From an optimization exercise on the open Yosys and OpenROAD flow, aimed at small area and a short achievable clock period; shortcuts taken in it are not production practice. Only simulation tests tie the RTL to the original design; equivalence was not proved. Power figures rest on the tool's default switching activity, not on a simulated workload.

## fc_layer
module fc_layer (
    input  logic        clk,
    input  logic        rstn,
    input  logic        r_valid,
    input  logic [31:0] in_data,
    output logic        t_valid,
    output logic [31:0] out_data
);
For scale: roughly 1800 cells after synthesis, about 68 I/O pins, ~20000 µm² of cells after synthesis.
export LEC_CHECK = 0
export CAP_MARGIN = 20
export CORE_MARGIN = 2
export CORE_UTILIZATION = 58
export CTS_CLUSTER_DIAMETER = 100
export CTS_CLUSTER_SIZE = 20
export SLEW_MARGIN = 20
create_clock -name core_clock -period 8.0 [get_ports {clk}]
standard.sh (not shown) runs the stock make flow with config.mk's settings and CLKGATE_MAP_FILE= SYNTH_SCRIPT=/design/flow/synth_recipe.tcl, a recipe that flattens the netlist after the stock synthesis.
==> flow/flow/run.sh <==
#!/bin/bash
# Standard layout, with strong buffers on the ports, sizing free to change a
# cell's footprint, and timing repair aiming 5.4 ns past the 8 ns clock. The
# make output goes to flow_make.log here; each ORFS step keeps its own log
# under orfs/logs.
set -euo pipefail
bash standard.sh \
    BUFFER_PORTS_ARGS="-buffer_cell sky130_fd_sc_hd__buf_4" \
    MATCH_CELL_FOOTPRINT=0 \
    SETUP_SLACK_MARGIN=5.4 \
    finish > flow_make.log 2>&1
==> next run, changes <==
Settings changed: CORE_UTILIZATION 58 to 68.
After rerunning: Total power climbs slightly; critical path depth is unchanged; routed wire length fell slightly; utilization rose by 10 points; combinational power is higher slightly; final area went down slightly.


Setup of build 77:
Another version of the RTL of fc_layer (not shown whole).
Size in the first run: roughly 390 flip-flops, ~68 I/O pins, about 21000 sq um of cells after synthesis.
export LEC_CHECK = 0
export CAP_MARGIN = 20
export CORE_MARGIN = 2
export CORE_UTILIZATION = 55
export CTS_CLUSTER_DIAMETER = 100
export CTS_CLUSTER_SIZE = 20
export SLEW_MARGIN = 20
create_clock -name core_clock -period 8.0 [get_ports {clk}]
Scripts as last shown in full above: flow/flow/run.sh
#### Input delta (build 41 over build 77)
- CORE_UTILIZATION changed from 55 to 65
--- a/flow/flow/run.sh
+++ b/flow/flow/run.sh
@@ -7,3 +7,3 @@
 bash standard.sh \
-    BUFFER_PORTS_ARGS="-buffer_cell sky130_fd_sc_hd__buf_4" \
+    BUFFER_PORTS_ARGS="-buffer_cell sky130_fd_sc_hd__buf_2" \
     MATCH_CELL_FOOTPRINT=0 \
Notes after the runs:
- On non-filler instance count after layout, the lower figure sits with build 41, not build 77.
- Routability congestion estimate in build 41 vs build 77: down 0.013
- Summary — met3 usage in global routing, build 41 relative to build 77: higher, by 0.67 points.
- Looking at non-clock buffer instance count of the final layout across build 41 and build 77, the one that comes out lower is build 41.
- Build 41 reached the final stage; the timing, design-rule and antenna checks on its layout passed.
#### Input delta (build 23 over build 41)
- putting ABC_CLOCK_PERIOD_IN_PS at 2500 where nothing was set
- swapping 65 for 40 in CORE_UTILIZATION
--- a/flow/flow/run.sh
+++ b/flow/flow/run.sh
@@ -7,3 +7,3 @@
 bash standard.sh \
-    BUFFER_PORTS_ARGS="-buffer_cell sky130_fd_sc_hd__buf_2" \
+    BUFFER_PORTS_ARGS="-buffer_cell sky130_fd_sc_hd__buf_4" \
     MATCH_CELL_FOOTPRINT=0 \
Notes after the runs:
- Per the comparison of build 23 with build 41, critical path depth shrank by 10, peak clock frequency supported by timing lost 5.7 MHz.
- Number of nets in the final layout essentially unchanged between build 41 and build 23.
- As far as multiplexer share of the synthesized area goes, build 23 and build 41 are indistinguishable; the numbers are identical.
- Build 41 -> build 23: wire length increased by a little under 10%
- The higher routed length on met2 came out of build 23.
- Compared with build 41, in build 23 die footprint higher, sequential cell area in the final layout flat, cell count increased by 11% relative to the old numbers, core utilization went down 27 points.
#### Input delta (build 16 over build 23)
- swapping 100 for 80 in CTS_CLUSTER_DIAMETER
- swapping 40 for 65 in CORE_UTILIZATION
- swapping 20 for 25 in CTS_CLUSTER_SIZE
- clearing ABC_CLOCK_PERIOD_IN_PS, which used to be 2500
--- outcome ---
[compare] base=build 23 new=build 16: wire length of the first global-routing pass went down; detailed-route wire length went down.
In the metrics for build 16 and build 23, the one carrying the lower half-perimeter wire length after placement is build 16.
Side by side, length of the first detailed-routing pass in iterations turned out higher in build 16 than in build 23.
[compare] base=build 23 new=build 16: number of vias after detailed routing now larger, final worst slack went up by 23 ps, critical path depth increased by 10 relative to the old numbers.
Delta (build 16 minus build 23): worst hold slack +5.7 ps, design area -2.9%.
Post-CTS clock slew at the launch and capture registers of the worst setup and hold paths essentially unchanged between build 23 and build 16.
In build 16, count of instances resized after the clock tree is built is lower than in build 23.


Starting RTL as in the previous note.
export LEC_CHECK = 0
export CAP_MARGIN = 20
export CORE_MARGIN = 2
export CORE_UTILIZATION = 65
export CTS_CLUSTER_DIAMETER = 60
export CTS_CLUSTER_SIZE = 30
export SLEW_MARGIN = 20
create_clock -name core_clock -period 8.0 [get_ports {clk}]
==> flow/flow/run.sh <==
#!/bin/bash
# Standard layout, with strong buffers on the ports, sizing free to change a
# cell's footprint, and timing repair aiming 5.4 ns past the 8 ns clock. The
# make output goes to flow_make.log here; each ORFS step keeps its own log
# under orfs/logs.
set -euo pipefail
bash standard.sh \
    BUFFER_PORTS_ARGS="-buffer_cell sky130_fd_sc_hd__buf_4" \
    MATCH_CELL_FOOTPRINT=0 \
    SETUP_SLACK_MARGIN=5.4 \
    finish > flow_make.log 2>&1
The starting point completed without violations.
Rerun with:
- CORE_UTILIZATION: 65 -> 72
- CTS_CLUSTER_DIAMETER: 60 -> 100
- CTS_CLUSTER_SIZE: 30 -> 20
What happened: The changed run went through all stages and came out clean. Clock-buffer cell count climbs by 10. Total power falls by 4.6%. Clock power fell by 24%. Worst setup slack got worse by 0.054 ns. Synthesized cell count does not change. Sequential cell count is unchanged. Design area falls by 2.2%. First-iteration DRC count went up by 26%. Die area is lower by 9.5%.
Rerun with:
==> flow/flow/run.sh (replaced) <==
#!/bin/bash
# Standard layout, with strong buffers on the ports, sizing free to change a
# cell's footprint, and timing repair aiming 5.45 ns past the 8 ns clock. The
# make output goes to flow_make.log here; each ORFS step keeps its own log
# under orfs/logs.
set -euo pipefail
bash standard.sh \
    BUFFER_PORTS_ARGS="-buffer_cell sky130_fd_sc_hd__buf_4" \
    MATCH_CELL_FOOTPRINT=0 \
    SETUP_SLACK_MARGIN=5.45 \
    finish > flow_make.log 2>&1
- CORE_UTILIZATION: 72 -> 60
Outcome: Sequential share of layout area is lower by 0.60 points; non-clock buffer count is higher by 30; sequential power barely changes; global-route usage is lower by 5.1 points; synthesized area stays the same; register-to-register slack improved by 0.08 ns; routed wire length is higher by about 1.3%.
Rerun with:
==> flow/flow/run.sh (replaced) <==
#!/bin/bash
# Standard layout, with strong buffers on the ports, sizing free to change a
# cell's footprint, and timing repair aiming 5.4 ns past the 8 ns clock. The
# make output goes to flow_make.log here; each ORFS step keeps its own log
# under orfs/logs.
set -euo pipefail
bash standard.sh \
    BUFFER_PORTS_ARGS="-buffer_cell sky130_fd_sc_hd__buf_4" \
    MATCH_CELL_FOOTPRINT=0 \
    SETUP_SLACK_MARGIN=5.4 \
    finish > flow_make.log 2>&1
- CORE_UTILIZATION: 60 -> 65
What happened: Clock skew goes down by 0.0077 ns. Global-route usage came out higher by 1.7 points. Core utilization went up by 4.7 points. Routed wire length is lower by about 2.4%. Synthesized cell count stays the same. Count of clock-buffer cells in the layout falls by 2. Total power grows by 0.57%. Critical path depth does not change. Cell area came out lower by about 1.5%. Via count is about the same.

static timing again, ports no longer ideal:
The flow's constraints put no driver on any port. The routed layouts listed below were extracted and timed again, unchanged, in two steps. Step 1: set_driving_cell puts a clkbuf_16 on clk and a buf_2 on each other input, an assumption about the parent block. Step 2 adds t to the input delays and takes it off the output delays; t is the mean of the earliest and latest rising clock arrival at the registers after step 1. Input paths then give back, and output paths get back, about the clock's delay inside the block. a / b / c = ideal ports / drivers / drivers and shift; a / b = the first two.
run	shift t [ns]	setup WS [ns]	worst setup path at the end	worst data-port slew with drivers (ns)	pins driven straight from the clock port
the first run of note 1	0.594	5.403 / 5.346 / 4.988	input to register	0.04	1
the second run of note 1	0.586	5.428 / 5.373 / 4.983	input to register	0.04	1
build 77	0.607	5.399 / 5.347 / 4.863	input to register	0.05	1
build 41	0.592	5.408 / 5.359 / 4.848	input to register	0.03	1
build 23	0.631	5.369 / 5.312 / 4.886	input to register	0.05	1
build 16	0.585	5.392 / 5.378 / 4.917	input to register	0.03	1
the first run of note 3	0.625	5.387 / 5.337 / 4.914	input to register	0.05	1
the second run of note 3	0.590	5.333 / 5.333 / 4.901	input to register	0.04	1
the third run of note 3	0.607	5.383 / 5.329 / 4.935	input to register	0.04	1
the fourth run of note 3	0.600	5.401 / 5.348 / 4.889	input to register	0.03	1
After both steps setup and hold are still met in every run listed. For build 41, which loses most, drivers alone change the setup slack by -0.049 ns; drivers and shift together by -0.560 ns.
